This design comes from an exercise in tuning for small area on the open sky130 flow, not from production work. The RTL was checked by simulation tests, not by an equivalence proof against the original design. Power figures rest on the tool's default switching activity, not on a simulated workload.

Setup of run A:
// data_mem_responder
module data_mem_responder #(
   parameter int unsigned ADDR_BITS   = 5,
   parameter int unsigned WAIT_CYCLES = 2
) (
   input  logic        clk,
   input  logic        rst,
   input  logic        mem_read,
   input  logic        mem_write,
   input  logic [63:0] addr,
   input  logic [63:0] write_data,
   output logic [63:0] read_data,
   output logic        mem_ready,
   output logic        mem_err
);
   localparam int unsigned Words = 1 << ADDR_BITS;
   logic [1:0]           st_q;
   logic                 idle, last_busy, done;
   logic [ADDR_BITS-1:0] idx_q;
   logic                 ld_q, sd_q;      
   logic [63:0]          wdata_q;
   logic [63:0]          mem [Words];
   logic                 addr_ok;
   logic unused_addr;
   assign unused_addr = ^addr[63:ADDR_BITS+3];
   assign idle      = (st_q == 2'd0);
   assign last_busy = (st_q == 2'd2);
   assign done      = (st_q == 2'd3);
   assign addr_ok   = (addr[2:0] == 3'b000);
   always_ff @(posedge clk or posedge rst) begin
      if (rst)                            st_q <= 2'd0;
      else if (!idle || mem_read || mem_write) st_q <= st_q + 2'd1;
   end
  ...
Size in the first run: about 2,100 flip-flops.
export LEC_CHECK = 0
export ABC_AREA = 0
export CAP_MARGIN = 20
export CORE_MARGIN = 2
export CORE_UTILIZATION = 70
export PLACE_DENSITY = 0.9
export SLEW_MARGIN = 20
export SYNTH_HIERARCHICAL = 1
export SYNTH_MINIMUM_KEEP_SIZE = 0
create_clock -name core_clock -period 10.0 [get_ports {clk}]
standard.sh (not shown) runs the stock make flow with config.mk's settings and CLKGATE_MAP_FILE= SYNTH_SCRIPT=/design/flow/synth_recipe.tcl, a recipe that flattens the netlist after the stock synthesis.
==> flow/flow/run.sh <==
#!/bin/bash
# The standard layout (the standard.sh: unchanged synthesis, floorplan, power grid, placement,
# routing), with these choices passed to ORFS through its own variables:
#  - clock tree synthesis with clkbuf_8 clusters of at most 16 sinks and without dummy loads;
#  - input/output port buffers of the smallest buffer cell.
set -euo pipefail
export CTS_ARGS="-sink_clustering_enable -repair_clock_nets -dont_use_dummy_load -buf_list sky130_fd_sc_hd__clkbuf_8 -sink_clustering_size 16 -sink_clustering_max_diameter 70"
export BUFFER_PORTS_ARGS="-buffer_cell sky130_fd_sc_hd__buf_1"
bash standard.sh > standard.log 2>&1
Per the final summary, run A finished and its layout is clean on timing, DRC and antenna.
diff inputs: run A => run B
# run A
export LEC_CHECK = 0
export ABC_AREA = 0
export CAP_MARGIN = 20
export CORE_MARGIN = 2
export CORE_UTILIZATION = 70
export PLACE_DENSITY = 0.9
export SLEW_MARGIN = 20
export SYNTH_HIERARCHICAL = 1
export SYNTH_MINIMUM_KEEP_SIZE = 0
create_clock -name core_clock -period 10.0 [get_ports {clk}]
# run B
export LEC_CHECK = 0
export ABC_AREA = 0
export CAP_MARGIN = 20
export CORE_MARGIN = 2
export CORE_UTILIZATION = 70
export PLACE_DENSITY = 0.8
export SLEW_MARGIN = 20
export SYNTH_HIERARCHICAL = 1
export SYNTH_MINIMUM_KEEP_SIZE = 0
create_clock -name core_clock -period 10.0 [get_ports {clk}]
==> flow/flow/run.sh <==
#!/bin/bash
# The standard layout (the standard.sh: unchanged synthesis, floorplan, power grid, placement,
# routing), with these choices passed to ORFS through its own variables:
#  - clock tree synthesis with clkbuf_8 clusters of at most 16 sinks and without dummy loads;
#  - input/output port buffers of the smallest buffer cell.
set -euo pipefail
export CTS_ARGS="-sink_clustering_enable -repair_clock_nets -dont_use_dummy_load -buf_list sky130_fd_sc_hd__clkbuf_8 -sink_clustering_size 16 -sink_clustering_max_diameter 50"
export BUFFER_PORTS_ARGS="-buffer_cell sky130_fd_sc_hd__buf_1"
bash standard.sh > standard.log 2>&1
==> comparison <==
The fraction of area in registers on run A is in line with that on run B. Run B went all the way through synthesis, placement and routing and the layout is clean on timing, DRC and antenna. There was hardly any difference in leakage power between run A and run B. Looking only at power, and setting everything else aside, the higher value of run B and run A goes to run A. The met3 usage in global routing number comes out lower for run B vs run A. The post-layout instance area of run B and that of run A are within noise of each other. A capturing instance or port of the critical path of read_data[35] is what run B shows, while read_data[60] belongs to run A.
## Diff of input files: run C against run B
# run B
export LEC_CHECK = 0
export ABC_AREA = 0
export CAP_MARGIN = 20
export CORE_MARGIN = 2
export CORE_UTILIZATION = 70
export PLACE_DENSITY = 0.8
export SLEW_MARGIN = 20
export SYNTH_HIERARCHICAL = 1
export SYNTH_MINIMUM_KEEP_SIZE = 0
create_clock -name core_clock -period 10.0 [get_ports {clk}]
# run C
export LEC_CHECK = 0
export ABC_AREA = 0
export CAP_MARGIN = 20
export CORE_MARGIN = 2
export CORE_UTILIZATION = 70
export PLACE_DENSITY = 0.8
export SLEW_MARGIN = 0
export SYNTH_HIERARCHICAL = 1
export SYNTH_MINIMUM_KEEP_SIZE = 0
create_clock -name core_clock -period 10.0 [get_ports {clk}]
--- outcome ---
- Run C finished end to end and its layout was clean on timing, DRC and antenna.
- Sum of routed wire length over all layers across run B and run C: no real change.
- Run C against run B: minimum clock period lower, worst setup slack higher, portion of the layout cell area used by non-clock buffers roughly the same.
- Number of non-filler instances in the completed layout: run B vs run C — no meaningful difference
- Diff run B..run C | global-route usage over all layers | unchanged
- Per the comparison of run C with run B, biggest cell delay along the critical path went down by 0.21 ns, non-clock buffer count went up by 3, critical path depth went up by 1.

-- static timing again, ports no longer ideal --
The results above use ideal ports. As a check the final layouts listed here were re-extracted and re-timed, cells and wires unchanged. Step 1 sets driving cells, clkbuf_16 on the clock port and buf_2 on the other inputs (assumed; they add their load-dependent delay and slew). Step 2 times the ports against the registers' clock, not the clock port: input delays grow and output delays shrink by t, the midpoint of the rising clock arrivals with the driver on. Slacks: no drivers / after step 1 / after step 2; pairs: no drivers / after step 1.
run	t (ns)	setup WS [ns]	worst data-port slew with drivers (ns)
run A	0.900	3.208 / 3.136 / 4.036	0.07
run B	0.924	3.551 / 3.478 / 4.402	0.04
run C	0.922	3.633 / 3.560 / 4.482	0.04
After both steps every run listed still meets setup and hold.
